This is an optimization exercise on Yosys and OpenROAD, whose aim is small area, a short achievable clock period and few clock cycles per item, not a production implementation. At most, simulation tests tie the RTL to the original design; equivalence was not proved. No activity file was given, so power comes from the tool's default toggle rates.

==> v12: inputs <==
==> flow/design.v (excerpt) <==
module softmax_normalizer (
    input  logic        aclk,
    input  logic        aresetn,
    input  logic        s_tvalid,
    output logic        s_tready,
    input  logic [15:0] s_tdata,    
    input  logic        s_tlast,    
    output logic        m_tvalid,
    input  logic        m_tready,
    output logic [15:0] m_tdata,    
    output logic        m_tlast,    
    output logic        m_tuser     
);
==> flow/config.mk <==
export PLATFORM = sky130hd
export DESIGN_NAME = softmax_normalizer
export DESIGN_NICKNAME = softmax_normalizer
export VERILOG_FILES = /design/flow/design.v
export SDC_FILE = /design/flow/constraint.sdc
export NUM_CORES = 4
export LEC_CHECK = 0
export CAP_MARGIN = 20
export CORE_MARGIN = 2
export CORE_UTILIZATION = 40
export SETUP_SLACK_MARGIN = 5
export SLEW_MARGIN = 20
==> flow/constraint.sdc <==
create_clock -name core_clock -period 11.0 [get_ports {aclk}]
set_input_delay 2.2000 -clock core_clock [delete_from_list [all_inputs] [get_ports {aclk}]]
set_output_delay 2.2000 -clock core_clock [all_outputs]
set_load 0.01 [all_outputs]
run.sh (not shown) runs the stock make flow with config.mk's settings and CLKGATE_MAP_FILE= SYNTH_SCRIPT=/design/flow/synth_recipe.tcl, a recipe that flattens the netlist after the stock synthesis.
==> inputs of v6, as changes to v12 <==
--- a/flow/design.v
+++ b/flow/design.v
@@ -226,17 +226,27 @@
     logic [P1:0] q1cnt_q;       
     logic [5:0]  rpa_q;
     logic [5:0]  sidx_q;
     logic [6:0]  occb_q;        
     logic [P2-1:0] q2res_q;     
     logic        rd_b;          
     logic        s_last;
     logic        s_ok;
-    assign s_last = (sidx_q == q1nm1[q1rp_q]);
+    logic          slast_q;
+    logic [5:0]    sidx_n;
+    logic [P1-1:0] q1rp_n;
+    logic [5:0]    hnm1_n;
+    assign s_last = slast_q;
+    assign sidx_n = !s_ok ? sidx_q : (s_last ? 6'd0 : sidx_q + 6'd1);
+    assign q1rp_n = !(s_ok && s_last) ? q1rp_q : ((q1rp_q == P1'(D1 - 1)) ? '0 : q1rp_q + 1'b1);
+    assign hnm1_n = (cl_q && (q1wp_q == q1rp_n)) ? 6'(ln_n - 7'd1) : q1nm1[q1rp_n];
+    always_ff @(posedge aclk) begin
+        slast_q <= sidx_n == hnm1_n;
+    end
     assign s_ok   = (q1cnt_q != '0) && !occb_q[6] && (!s_last || (q2res_q != P2'(D2)));
     assign rd_a   = s_ok;
     assign pop1   = s_ok && s_last;
     logic [15:0] sx_q, smx_q;
     logic        s1v_q, s1l_q, s1o_q;
     logic [5:0]  s1n_q;
     logic [15:0] g_q;
     logic        s2v_q, s2l_q, s2o_q;
==> flow/flow/run.sh (new file) <==
#!/bin/bash
# Layout flow: the standard flow (standard.sh), with the standard synthesis run
# unchanged. Two changes to how the layout is made: the port buffers that placement
# inserts on every input and output are buf_4 cells, and the timing repair of the later
# steps aims below the clock period (a setup margin of REPAIR_MARGIN ns).
# Each step's output goes to a log of its own.
set -euo pipefail
REPAIR_MARGIN=7.2
bash standard.sh synth > synth.log 2>&1
bash standard.sh SETUP_SLACK_MARGIN=$REPAIR_MARGIN "BUFFER_PORTS_ARGS=-buffer_cell sky130_fd_sc_hd__buf_4" finish > layout.log 2>&1
==> flow/standard.sh (new file) <==
#!/bin/bash
# synth_recipe.tcl (not shown) runs the flow's synth.tcl, then flattens the netlist and writes it again
# the make line also repeats each setting of config.mk as NAME=value (left out here)
make -C /OpenROAD-flow-scripts/flow DESIGN_CONFIG=/design/flow/config.mk WORK_HOME=/design/flow/orfs CLKGATE_MAP_FILE= SYNTH_SCRIPT=/design/flow/synth_recipe.tcl "${@:-finish}"
SETUP_SLACK_MARGIN = not set   (was 5)
removed: flow/run.sh
==> inputs of v1, as changes to v12 <==
--- a/flow/design.v
+++ b/flow/design.v
@@ -44,61 +44,67 @@
     input  logic [22:0] in_s,
     input  logic        in_last,
     input  logic        in_ovf,
     output logic        out_v,
     output logic [15:0] out_q,
     output logic        out_last,
     output logic        out_ovf
 );
-    logic [22:0] r_c   [17];
+    logic [23:0] p_c   [17];
     logic [22:0] s_c   [17];
     logic [15:0] q_c   [17];
     logic        v_c   [17];
     logic        lst_c [17];
     logic        ovf_c [17];
-    assign r_c[0]   = 23'(in_e);
+    assign p_c[0]   = 24'(in_e);
     assign s_c[0]   = in_s;
     assign q_c[0]   = '0;
     assign v_c[0]   = in_v;
     assign lst_c[0] = in_last;
     assign ovf_c[0] = in_ovf;
     for (genvar i = 0; i < 16; i++) begin : g_step
-        logic [22:0] r_i, s_i;
+        logic [23:0] p_i;
+        logic [22:0] s_i;
         logic [15:0] q_i;
         logic        v_i, lst_i, ovf_i;
         if (i > 0 && REG_MASK[i]) begin : g_reg
-            logic [22:0] r_q, s_q;
+            logic [23:0] p_q;
+            logic [22:0] s_q;
             logic [i-1:0] q_q;
             logic        v_q, lst_q, ovf_q;
             always_ff @(posedge aclk) begin
                 if (!aresetn) begin
                     v_q <= 1'b0;
                 end else if (adv) begin
                     v_q <= v_c[i];
                 end
                 if (adv) begin
-                    r_q   <= r_c[i];
+                    p_q   <= p_c[i];
                     s_q   <= s_c[i];
                     q_q   <= q_c[i][i-1:0];
                     lst_q <= lst_c[i];
                     ovf_q <= ovf_c[i];
                 end
             end
-            assign r_i = r_q;   assign s_i = s_q;   assign q_i = 16'(q_q);
+            assign p_i = p_q;   assign s_i = s_q;   assign q_i = 16'(q_q);
             assign v_i = v_q;   assign lst_i = lst_q; assign ovf_i = ovf_q;
         end else begin : g_wire
-            assign r_i = r_c[i];   assign s_i = s_c[i];   assign q_i = q_c[i];
+            assign p_i = p_c[i];   assign s_i = s_c[i];   assign q_i = q_c[i];
             assign v_i = v_c[i];   assign lst_i = lst_c[i]; assign ovf_i = ovf_c[i];
         end
-        logic [23:0] d_i;
-        assign d_i = {r_i, 1'b0} - {1'b0, s_i};
-        assign r_c[i+1]   = d_i[23] ? {r_i[21:0], 1'b0} : d_i[22:0];
+        logic        sub_i;
+        logic [25:0] a_i, b_i, y_i;
+        assign sub_i = !p_i[23];
+        assign a_i   = {p_i, 1'b0, 1'b1};
+        assign b_i   = {{2'b00, s_i} ^ {25{sub_i}}, sub_i};
+        assign y_i   = a_i + b_i;
+        assign p_c[i+1]   = y_i[24:1];
         assign s_c[i+1]   = s_i;
-        assign q_c[i+1]   = {q_i[14:0], ~d_i[23]};
+        assign q_c[i+1]   = {q_i[14:0], !y_i[24]};
         assign v_c[i+1]   = v_i;
         assign lst_c[i+1] = lst_i;
         assign ovf_c[i+1] = ovf_i;
     end
     assign out_v    = v_c[16];
     assign out_q    = q_c[16];
     assign out_last = lst_c[16];
     assign out_ovf  = ovf_c[16];
@@ -111,19 +117,19 @@
     input  logic [15:0] s_tdata,    
     input  logic        s_tlast,    
     output logic        m_tvalid,
     input  logic        m_tready,
     output logic [15:0] m_tdata,    
     output logic        m_tlast,    
     output logic        m_tuser     
 );
-    localparam int D1 = 4;    
+    localparam int D1 = 5;    
     localparam int P1 = $clog2(D1);
-    localparam int D2 = 3;    
+    localparam int D2 = 4;    
     localparam int P2 = $clog2(D2 + 1);
     localparam logic [15:0] DIV_MASK = 16'hFFFE;   
     logic        rdy_q;
     logic [6:0]  cin_q;         
     logic [15:0] x_q;
     logic        st_q, dr_q, cl_q;
     logic [6:0]  occa_q;        
     logic [P1:0] q1res_q;       
@@ -226,17 +232,27 @@
     logic [P1:0] q1cnt_q;       
     logic [5:0]  rpa_q;
     logic [5:0]  sidx_q;
     logic [6:0]  occb_q;        
     logic [P2-1:0] q2res_q;     
     logic        rd_b;          
     logic        s_last;
     logic        s_ok;
-    assign s_last = (sidx_q == q1nm1[q1rp_q]);
+    logic          slast_q;
+    logic [5:0]    sidx_n;
+    logic [P1-1:0] q1rp_n;
+    logic [5:0]    hnm1_n;
+    assign s_last = slast_q;
+    assign sidx_n = !s_ok ? sidx_q : (s_last ? 6'd0 : sidx_q + 6'd1);
+    assign q1rp_n = !(s_ok && s_last) ? q1rp_q : ((q1rp_q == P1'(D1 - 1)) ? '0 : q1rp_q + 1'b1);
+    assign hnm1_n = (cl_q && (q1wp_q == q1rp_n)) ? 6'(ln_n - 7'd1) : q1nm1[q1rp_n];
+    always_ff @(posedge aclk) begin
+        slast_q <= sidx_n == hnm1_n;
+    end
     assign s_ok   = (q1cnt_q != '0) && !occb_q[6] && (!s_last || (q2res_q != P2'(D2)));
     assign rd_a   = s_ok;
     assign pop1   = s_ok && s_last;
     logic [15:0] sx_q, smx_q;
     logic        s1v_q, s1l_q, s1o_q;
     logic [5:0]  s1n_q;
     logic [15:0] g_q;
     logic        s2v_q, s2l_q, s2o_q;
==> flow/flow/run.sh (new file) <==
#!/bin/bash
# Layout flow: the standard flow (standard.sh), with the standard synthesis run
# unchanged. Two changes to how the layout is made: the port buffers that placement
# inserts on every input and output are buf_4 cells, and the timing repair of the later
# steps aims below the clock period (a setup margin of REPAIR_MARGIN ns).
# Each step's output goes to a log of its own.
set -euo pipefail
REPAIR_MARGIN=7.6
bash standard.sh synth > synth.log 2>&1
bash standard.sh SETUP_SLACK_MARGIN=$REPAIR_MARGIN "BUFFER_PORTS_ARGS=-buffer_cell sky130_fd_sc_hd__buf_4" finish > layout.log 2>&1
==> flow/standard.sh (new file) <==
#!/bin/bash
# synth_recipe.tcl (not shown) runs the flow's synth.tcl, then flattens the netlist and writes it again
# the make line also repeats each setting of config.mk as NAME=value (left out here)
make -C /OpenROAD-flow-scripts/flow DESIGN_CONFIG=/design/flow/config.mk WORK_HOME=/design/flow/orfs CLKGATE_MAP_FILE= SYNTH_SCRIPT=/design/flow/synth_recipe.tcl "${@:-finish}"
SETUP_SLACK_MARGIN = not set   (was 5)
removed: flow/run.sh
==> comparison table <==
metric                                                              v12                             v1                            v6
Result of the run                                        finished clean                 finished clean                finished clean
Total leakage power                                            53.03 nW                       52.62 nW                      53.30 nW
Start point of the critical path                                   ov_q                        op_q[3]  u_div.g_step[8].g_reg.s_q[1]
Die width                                                      586.6 µm                       586.7 µm                      582.9 µm
Sum of met2 wire segment lengths after detailed routing       144900 µm                      145500 µm                     145200 µm
Taps Inserted                                                      4515                           4515                          4387
Maximum clock rate                                            234.3 MHz                      275.6 MHz                     264.5 MHz
Number of antenna repair diodes                                       4                              3                             3
Worst Setup End Kind                                        output port                    output port                          flop
Via count                                                         73870                          71550                         71200
Worst setup endpoint                                           m_tvalid                     m_tdata[3]  u_div.g_step[9].g_reg.r_q[4]
Vertical extent of the die                                     586.6 µm                       586.7 µm                      582.9 µm
Worst reg2reg path startpoint                                         -  u_div.g_step[6].g_reg.p_q[23]  u_div.g_step[8].g_reg.s_q[1]
Clock power frac                                                  0.286                          0.251                         0.272
Routing usage on met1                                            0.2210                         0.2151                        0.2157
Number of cells on the critical path                                  1                              1                            13
Pwr Density                                                250.2 nW/µm²                   282.8 nW/µm²                  262.9 nW/µm²
Worst min-delay path startpoint                                s4c_q[1]                          s3l_q                      s4c_q[1]
Endpoint of the most critical register-to-register path       occb_q[6]  u_div.g_step[7].g_reg.p_q[22]  u_div.g_step[9].g_reg.r_q[4]
Overall track demand over capacity in global routing             0.1661                         0.1652                        0.1669
First-pass iteration count of the detailed router                     5                              6                             8
Testbench counts of v12, summed over its fixed seeds: cycles 12,425, items 10,857.
Testbench counts of v1, summed over its fixed seeds: cycles 12,162, items 10,857.
No functional check of the RTL was part of v6.

[static timing again, ports no longer ideal]
How much do the figures lean on ideal ports? The routed layouts below were timed once more, with nothing changed but the port constraints.
Step 1: set_driving_cell puts a clkbuf_16 on aclk and a buf_2 on each other input, an assumption about the parent block.
Step 2 times the ports against the registers' clock, not the clock port: input delays grow and output delays shrink by t, the midpoint of the rising clock arrivals with the driver on.
Three values: ideal, step 1, step 2; two values: the first two.
| run | t, ns | slack for setup (ns) | worst setup path at the end | worst data-port slew with drivers (ns) |
|---|---|---|---|---|
| v12 | 1.008 | 6.732 / 6.637 / 6.588 | input to register | 0.04 |
| v6 | 0.989 | 7.220 / 7.220 / 6.980 | input to register | 0.09 |
| v1 | 1.002 | 7.371 / 7.278 / 6.857 | input to register | 0.06 |
After both steps setup and hold are still met in every run listed. The setup slack of v1, which loses most, moves by -0.093 ns with the drivers and by -0.514 ns with both steps.
